This is an optimization exercise on Yosys and OpenROAD, whose aim is small area and few clock cycles, not a production implementation. In this exercise RTL edits were held to simulation tests only and were not proved equivalent to the original. Power figures rest on the tool's default switching activity, not on a simulated workload. The clock port is modelled as an ideal driver; clocking choices that lean on that would not hold on a real chip.

Design ahb_mem_slave, start of the top module:
module ahb_mem_slave (
   input  logic        hclk,
   input  logic        hreset,
   input  logic        hsel,
   input  logic [31:0] haddr,
   input  logic [1:0]  htrans,
   input  logic        hwrite,
   input  logic [2:0]  hsize,
   input  logic [2:0]  hburst,
   input  logic [31:0] hwdata,
   input  logic        hready,
   output logic        hreadyout,
   output logic [1:0]  hresp,
   output logic [31:0] hrdata
);
   logic        err1_q, err2_q;      
   logic [3:0]  wlane_q;             
   logic [7:0]  hi_n_q, lo_n_q;      
   logic        accept, bad_req;
   logic [3:0]  lanes;
   logic unused_bits;
   assign unused_bits = ^{haddr[31:30], hburst};
   assign accept  = !err1_q && hsel && hready && htrans[1];
   assign bad_req = (hsize > 3'd2)
                 || ((hsize == 3'd1) && haddr[0])
                 || ((hsize == 3'd2) && (haddr[1:0] != 2'b00))
                 || (haddr[29:8] != 22'd0);
   always_comb begin
      case (hsize[1:0])
         2'd0:    lanes = 4'b0001 << haddr[1:0];
         2'd1:    lanes = haddr[1] ? 4'b1100 : 4'b0011;
         default: lanes = 4'b1111;
      endcase
   end
   always_ff @(posedge hclk or posedge hreset) begin
      if (hreset) begin
         err1_q  <= 1'b0;
         err2_q  <= 1'b0;
         wlane_q <= 4'b0000;
  ...
Size in the first run: ~5,800 cells after synthesis, about 110 I/O pins, ~70,000 sq um of cells after synthesis.
clock: 5.0 ns
lec_check: 0
cap_margin: 10
core_margin: 2
core_utilization: 70
cts_cluster_diameter: 60
cts_cluster_size: 24
setup_slack_margin: 0.3
slew_margin: 10
synth_hierarchical: 1
run.sh (not shown) runs the stock make flow with config.mk's settings and CLKGATE_MAP_FILE= SYNTH_SCRIPT=/design/flow/synth_recipe.tcl, a recipe that flattens the netlist after the stock synthesis.
Testbench counts at the start, summed over its fixed seeds: cycles 33,002.
Edit:
Settings changed: CAP_MARGIN 10 to 3, CORE_UTILIZATION 70 to 60, CTS_CLUSTER_DIAMETER 60 to 80, CTS_CLUSTER_SIZE 24 to 30, SLEW_MARGIN 10 to 3.
Effect: Count of clock-buffer cells in the layout decreases by 60. Flip-flop and latch count stays the same. Final area decreases by a few percent. Critical path depth does not change. Cell count increases slightly.

Setup of job 2297:
The RTL this note starts from:
==> flow/design.v <==
module ahb_mem_slave (
   input  logic        hclk,
   input  logic        hreset,
   input  logic        hsel,
   input  logic [31:0] haddr,
   input  logic [1:0]  htrans,
   input  logic        hwrite,
   input  logic [2:0]  hsize,
   input  logic [2:0]  hburst,
   input  logic [31:0] hwdata,
   input  logic        hready,
   output logic        hreadyout,
   output logic [1:0]  hresp,
   output logic [31:0] hrdata
);
   logic        err1_q, err2_q;      
   logic [3:0]  wlane_q;             
   logic [63:0] sel;                 
   logic        ph_q;                
   logic        accept, bad_req;
   logic [3:0]  lanes;
   logic unused_bits;
   assign unused_bits = ^{haddr[31:30], hburst};
   assign accept  = !err1_q && hsel && hready && htrans[1];
   assign bad_req = (hsize > 3'd2)
                 || ((hsize == 3'd1) && haddr[0])
                 || ((hsize == 3'd2) && (haddr[1:0] != 2'b00))
                 || (haddr[29:8] != 22'd0);
   always_comb begin
      case (hsize[1:0])
         2'd0:    lanes = 4'b0001 << haddr[1:0];
         2'd1:    lanes = haddr[1] ? 4'b1100 : 4'b0011;
         default: lanes = 4'b1111;
      endcase
   end
   always_ff @(posedge hclk or posedge hreset) begin
      if (hreset) begin
         err1_q  <= 1'b0;
         err2_q  <= 1'b0;
         wlane_q <= 4'b0000;
      end else begin
         err1_q  <= accept && bad_req;
         err2_q  <= err1_q;
         wlane_q <= (accept && !bad_req && hwrite) ? lanes : 4'b0000;
      end
   end
   always_ff @(posedge hclk) begin
      sel <= 64'b1 << haddr[7:2];
   end
   always_ff @(posedge hclk) begin
      ph_q <= ~ph_q;
   end
   assign hreadyout = !err1_q;
   assign hresp     = {1'b0, err1_q | err2_q};
   logic [31:0] wenc;
   for (genvar i = 0; i < 32; i++) begin : g_wenc
      ahb_mem_xor2 u_x (.a(hwdata[i]), .b(ph_q), .y(wenc[i]));
   end
   logic [31:0] word [64];
   for (genvar w = 0; w < 64; w++) begin : g_word
      for (genvar b = 0; b < 4; b++) begin : g_lane
         logic       we, nwe;
         logic [7:0] nxt;
         ahb_mem_we u_we (.sel(sel[w]), .lane(wlane_q[b]), .we(we), .nwe(nwe));
         for (genvar i = 0; i < 8; i++) begin : g_bit
            ahb_mem_hold u_hold (.q(word[w][8*b+i]), .d(wenc[8*b+i]), .we(we), .nwe(nwe),
                                 .nxt(nxt[i]));
         end
         always_ff @(posedge hclk) word[w][8*b +: 8] <= nxt;
      end
   end
   logic [21:0][31:0] rterm_n;
   logic [5:0][31:0]  rgrp;
   logic [2:0][31:0]  rgrp_n;
   logic [31:0]       rraw;
   for (genvar i = 0; i < 32; i++) begin : g_rbit
      for (genvar k = 0; k < 21; k++) begin : g_rd
         ahb_mem_rd3 u_rd (.a0(word[3*k][i]), .a1(word[3*k+1][i]), .a2(word[3*k+2][i]),
                           .s0(sel[3*k]), .s1(sel[3*k+1]), .s2(sel[3*k+2]),
                           .y_n(rterm_n[k][i]));
      end
      ahb_mem_nand2 u_rd63 (.a(word[63][i]), .b(sel[63]), .y(rterm_n[21][i]));
      for (genvar k = 0; k < 5; k++) begin : g_c1
         ahb_mem_nand4 u_c1 (.a(rterm_n[4*k][i]), .b(rterm_n[4*k+1][i]),
                             .c(rterm_n[4*k+2][i]), .d(rterm_n[4*k+3][i]), .y(rgrp[k][i]));
      end
      ahb_mem_nand2 u_c1l (.a(rterm_n[20][i]), .b(rterm_n[21][i]), .y(rgrp[5][i]));
      for (genvar k = 0; k < 3; k++) begin : g_c2
         ahb_mem_nor2 u_c2 (.a(rgrp[2*k][i]), .b(rgrp[2*k+1][i]), .y(rgrp_n[k][i]));
      end
      ahb_mem_nand3 u_c3 (.a(rgrp_n[0][i]), .b(rgrp_n[1][i]), .c(rgrp_n[2][i]), .y(rraw[i]));
      ahb_mem_xor2 u_dec (.a(rraw[i]), .b(ph_q), .y(hrdata[i]));
   end
endmodule
module ahb_mem_we (
   input  logic sel,
   input  logic lane,
   output logic we,
   output logic nwe
);
   ahb_mem_nand2 u_nand (.a(sel), .b(lane), .y(nwe));
   ahb_mem_inv u_inv (.a(nwe), .y(we));
endmodule
module ahb_mem_inv (
   input  logic a,
   output logic y
);
   assign y = ~a;
endmodule
module ahb_mem_hold (
   input  logic q,
   input  logic d,
   input  logic we,
   input  logic nwe,
   output logic nxt
);
   assign nxt = ~((q | we) & (d | nwe));
endmodule
module ahb_mem_xor2 (
   input  logic a, b,
   output logic y
);
   assign y = a ^ b;
endmodule
module ahb_mem_rd3 (
   input  logic a0, a1, a2,
   input  logic s0, s1, s2,
   output logic y_n
);
   assign y_n = ~((a0 & s0) | (a1 & s1) | (a2 & s2));
endmodule
module ahb_mem_nand2 (
   input  logic a, b,
   output logic y
);
   assign y = ~(a & b);
endmodule
module ahb_mem_nand4 (
   input  logic a, b, c, d,
   output logic y
);
   assign y = ~(a & b & c & d);
endmodule
module ahb_mem_nand3 (
   input  logic a, b, c,
   output logic y
);
   assign y = ~(a & b & c);
endmodule
module ahb_mem_nor2 (
   input  logic a, b,
   output logic y
);
   assign y = ~(a | b);
endmodule
==> flow/config.mk <==
export PLATFORM = sky130hd
export DESIGN_NAME = ahb_mem_slave
export DESIGN_NICKNAME = ahb_mem_slave
export VERILOG_FILES = /design/flow/design.v
export SDC_FILE = /design/flow/constraint.sdc
export NUM_CORES = 4
export LEC_CHECK = 0
export CAP_MARGIN = 10
export CORE_MARGIN = 2
export CORE_UTILIZATION = 60
export CTS_BUF_LIST = sky130_fd_sc_hd__clkbuf_8
export CTS_CLUSTER_DIAMETER = 60
export CTS_CLUSTER_SIZE = 20
export GPL_TIMING_DRIVEN = 0
export SETUP_SLACK_MARGIN = 0.1
export SLEW_MARGIN = 10
export SYNTH_HIERARCHICAL = 1
==> flow/constraint.sdc <==
create_clock -name core_clock -period 5.0 [get_ports {hclk}]
set_input_delay 1.0000 -clock core_clock [delete_from_list [all_inputs] [get_ports {hclk}]]
set_output_delay 1.0000 -clock core_clock [all_outputs]
set_load 0.01 [all_outputs]
Testbench counts of job 2297, summed over its fixed seeds: cycles 33,002.
Here is what was changed in the inputs of job 9672 compared with job 2297.
- CTS_CLUSTER_SIZE changed from 20 to 30
- SETUP_SLACK_MARGIN changed from 0.1 to 0.3
- CTS_BUF_LIST removed (was sky130_fd_sc_hd__clkbuf_8)
- GPL_TIMING_DRIVEN removed (was 0)
- CTS_CLUSTER_DIAMETER changed from 60 to 80
In summary, job 9672 completed successfully, with a layout that passed the timing, DRC and antenna checks.
Compared with job 2297, job 9672 shows a power share of the sequential group that is 2.4 points higher.
Number of buffer and inverter instances along the worst setup path, job 2297 and job 9672, higher one = job 9672.
Summary — post-synthesis to final-layout area growth, job 9672 relative to job 2297: lower, by 3.2 points.
The following lists how job 6547 was set up differently from job 9672:
- CORE_UTILIZATION: 60 -> 66
- SETUP_SLACK_MARGIN: 0.3 -> 0.1
Results
- From job 9672 to job 6547 the numbers moved as follows: actual transition at the worst max-transition pin has decreased; total power per unit cell area fell by 0.90%; area of all placed cells without fillers went down by 0.57%.

[afterwards: timing with drivers on the ports]
The results above use ideal ports. As a check the final layouts listed here were re-extracted and re-timed, cells and wires unchanged. Step 1, drivers: a clkbuf_16 drives hclk and a buf_2 each remaining input, both assumed. Step 2 moves the port delays by t, midway between the first and last clock arrival at a register: inputs arrive t later, outputs are due t later. That takes back most of the time a late clock gives input paths. Three values: no drivers, after step 1, after step 2; two values: the first two.
run | t, ns | slack for setup (ns) | hold WS [ns] | worst setup path after step 2 | worst slew at a driven data input, ns
the first run of note 1 | 0.851 | 0.201 / 0.120 / 0.971 | 0.432 / 0.375 / 0.457 | register to output | 0.20
the second run of note 1 | 0.795 | 0.081 / -0.006 / 0.790 | 0.458 / 0.434 / 0.458 | register to output | 0.20
job 2297 | 0.921 | 0.056 / -0.018 / 0.903 | 0.342 / 0.291 / 0.450 | register to output | 0.04
job 9672 | 0.776 | 0.251 / 0.176 / 0.952 | 0.446 / 0.433 / 0.446 | register to output | 0.07
job 6547 | 0.770 | 0.104 / 0.028 / 0.798 | 0.435 / 0.435 / 0.435 | register to output | 0.08
After both steps setup and hold are still met in every run listed.
